From an optimization exercise on the open Yosys and OpenROAD flow, aimed at small area, a short achievable clock period and few clock cycles per item; shortcuts taken in it are not production practice. Only simulation tests tie the RTL to the original design; equivalence was not proved. Power is estimated from default activity; no workload was simulated.

Setup of job 1412:
Design sensor_min_max_block_average, start of the top module:
module sensor_min_max_block_average (
   input  logic                                clock,
   input  logic                                reset,
   input  logic                                req_valid,
   output logic                                req_ready,
   input  logic [smmba_pkg::SLOT_W-1:0]        req_sample_slot,
   input  logic [smmba_pkg::GAS_W-1:0]         req_gas_ppm,
   input  logic signed [smmba_pkg::TEMP_W-1:0] req_temperature,
   input  logic [smmba_pkg::HUMIN_W-1:0]       req_humidity,
   output logic                                rsp_valid,
   input  logic                                rsp_ready,
   output logic [smmba_pkg::GAS_W-1:0]         rsp_gas_max,
   output logic [smmba_pkg::GAS_W-1:0]         rsp_gas_min,
   output logic signed [smmba_pkg::TEMP_W-1:0] rsp_temp_max,
   output logic signed [smmba_pkg::TEMP_W-1:0] rsp_temp_min,
   output logic [smmba_pkg::HUMID_W-1:0]       rsp_humid_max,
   output logic [smmba_pkg::HUMID_W-1:0]       rsp_humid_min,
   output logic                                rsp_average_valid,
   output logic [smmba_pkg::BYTE_W-1:0]        rsp_average_value,
   output logic [smmba_pkg::POS_W-1:0]         rsp_history_position
);
   localparam int SLOT_W  = smmba_pkg::SLOT_W;
   localparam int BYTE_W  = smmba_pkg::BYTE_W;
   localparam int ACC_W   = smmba_pkg::ACC_W;
   localparam int GAS_W   = smmba_pkg::GAS_W;
   localparam int TEMP_W  = smmba_pkg::TEMP_W;
   localparam int HUMIN_W = smmba_pkg::HUMIN_W;
  ...
export LEC_CHECK = 0
export CAP_MARGIN = 20
export CORE_MARGIN = 2
export CORE_UTILIZATION = 50
export PLACE_DENSITY = 0.7
export SETUP_SLACK_MARGIN = 4.2
export SLEW_MARGIN = 20
create_clock -name core_clock -period 7.0 [get_ports {clock}]
standard.sh (not shown) runs the stock make flow with config.mk's settings and CLKGATE_MAP_FILE= SYNTH_SCRIPT=/design/flow/synth_recipe.tcl, a recipe that flattens the netlist after the stock synthesis.
==> flow/flow/run.sh <==
#!/bin/bash
# The standard layout (standard.sh, unchanged synthesis and steps), with
# the port buffers inserted as the smallest buffer cell; repair upsizes the
# ones on critical paths. Each tool's output goes to standard.log.
set -o pipefail
export BUFFER_PORTS_ARGS="-buffer_cell sky130_fd_sc_hd__buf_1"
bash standard.sh > standard.log 2>&1
Job 1412 did not stop at any stage, and its layout met the timing, DRC and antenna checks.
Testbench counts of job 1412, summed over its fixed seeds: cycles 16,400, items 16,384.
The inputs of job 7269 differ from those of job 1412 as listed below.
- clearing PLACE_DENSITY, which used to be 0.7
- swapping 50 for 40 in CORE_UTILIZATION
- swapping 4.2 for 4.0 in SETUP_SLACK_MARGIN
--- outcome ---
Switching share of total power: job 7269 < job 1412
Global-route usage for job 7269 is lower than for job 1412.
Job 7269 vs job 1412 — final critical-path required period rose 0.21 ns.
Die: job 7269 bigger than job 1412
Job 7269 gives less worst setup slack than job 1412 did.
Job 7269 vs. job 1412: die extent in x moved up, share of the final layout cell area in sequential cells moved up, count of plain and timing-repair buffers in the layout moved down.
Area of the placeable core ends up higher on job 7269.
Going from job 1412 to job 7269, part of the cycle the worst path needs increased by 2.9 points relative to the old numbers; wire length increased by about 1% relative to the old numbers.
> inputs changed (job 7269 -> job 974)
- setting TNS_END_PERCENT to 50 for the first time
- changing SETUP_SLACK_MARGIN from 4.0 to 4.6
## What came out
- Summary of job 974 over job 7269: required time at the worst-slack endpoint rose 0.03 ns; average vias per placed instance about even; share of cell area taken by flip-flops and latches fell 4.4 points.
- Both conditions hold for job 974: the flow ran to the end and the final layout passed the timing, DRC and antenna checks.
- Job 7269 did not stop at any stage, and its layout met the timing, DRC and antenna checks.
- On clock-buffer cell count, the higher figure sits with job 7269, not job 974.
- Comparing overall via count from detail_route for job 7269 and job 974, the smaller number came from job 7269.
- Total combinational power went up by more than a quarter going from job 7269 to job 974.
Setup changes, job 974 to job 6963
- CORE_UTILIZATION now 50, was 40
- SETUP_SLACK_MARGIN now 4.2, was 4.6
- TNS_END_PERCENT no longer set, was 50
==> comparison <==
Compared job 6963 vs job 974, and worst max-slew margin expressed relative to the limit is up in job 6963. Job 6963 vs job 974, sequential share of layout area went up by 3.9 points. Going from job 974 to job 6963, logic depth of the worst setup path including buffers shrinks by 4. Of the two values seen for type of the worst setup path, in2reg was produced by job 6963 and reg2reg by job 974.
--- input diff job 6963..job 8493 ---
- CORE_UTILIZATION: 50 -> 40
- SETUP_SLACK_MARGIN: 4.2 -> 5.0
==> summary.txt <==
Diff job 6963 -> job 8493: first-pass GRT wire length went up about 20%; via count rose about 15%; final cycle utilization of the critical path has increased.
The maximum clock frequency of job 8493 is lower than that of job 6963.
Relative to job 6963, the detailed-routing wirelength on met1 measured on job 8493 has increased by a little under 10%.
Of job 8493 and job 6963, it is job 8493 that has the lower worst-case clock skew.
In the flow results for job 6963 and job 8493, the die area is larger on job 8493.
Job 8493 against job 6963: power per cell area now smaller, detailed-routed wire length on met2 climbed 8.4 mm.
Delta (job 8493 minus job 6963): routed wire length shows an increase of 15 mm; signed area change from the synthesized netlist to the final layout shows an increase of 31 points.
Input-level comparison between job 4462 and job 8493:
- SETUP_SLACK_MARGIN now 4.5, was 5.0
==> flow/run.sh (new file) <==
#!/bin/bash
# synth_recipe.tcl (not shown) runs the flow's synth.tcl, then flattens the netlist and writes it again
# the make line also repeats each setting of config.mk as NAME=value (left out here)
make -C /OpenROAD-flow-scripts/flow DESIGN_CONFIG=/design/flow/config.mk WORK_HOME=/design/flow/orfs CLKGATE_MAP_FILE= SYNTH_SCRIPT=/design/flow/synth_recipe.tcl finish
removed: flow/flow/run.sh
removed: flow/standard.sh
### Flow results
On floorplan die area, job 8493 and job 4462 are neck and neck.
Job 4462: flow completed, timing, DRC and antenna clean
In the metrics for job 8493 and job 4462, the one carrying the higher fraction of area in registers is job 4462.
Compared with job 8493, job 4462 ends up with a smaller final cell area.
Clock tree buffer count of the final layout: job 4462 vs job 8493 down 3
Looking only at clock network fraction of total power, and setting everything else aside, the higher value of job 8493 and job 4462 goes to job 4462.
Diff job 8493 -> job 4462: non-clock buffer count went down 172; total wirelength of the detailed-routed design went down about 15%; cell count went down 6.5%.
The higher global-route usage of job 8493 and job 4462 is in job 8493.
Compared with job 8493, placement density in the core of job 4462 is lower.
Job 4462 ends up with a number of gates on the worst path with buffers counted that is 1 lower than in job 8493.

-- port drivers added, routing unchanged --
Ports are ideal in the flow. The routed layouts listed here were re-timed in OpenROAD.
Step 1, drivers: a clkbuf_16 drives clock and a buf_2 each remaining input, both assumed.
Step 2 times the ports against the registers' clock, not the clock port: input delays grow and output delays shrink by t, the midpoint of the rising clock arrivals with the driver on.
Three values: ideal, step 1, step 2; two values: the first two.
run	shift t [ns]	slack for setup (ns)	worst data-port slew with drivers (ns)	pins driven straight from the clock port
job 1412	0.641	4.159 / 4.159 / 3.626	0.06	1
job 7269	0.658	3.952 / 3.952 / 3.373	0.09	1
job 974	0.637	4.232 / 4.204 / 3.796	0.11	1
job 6963	0.641	4.228 / 4.221 / 3.618	0.07	1
job 8493	0.670	4.131 / 4.131 / 3.897	0.11	1
job 4462	0.655	4.216 / 4.207 / 3.895	0.09	1
After both steps every run listed still meets setup and hold. For job 6963, which loses most, drivers alone change the setup slack by -0.007 ns; drivers and shift together by -0.610 ns.
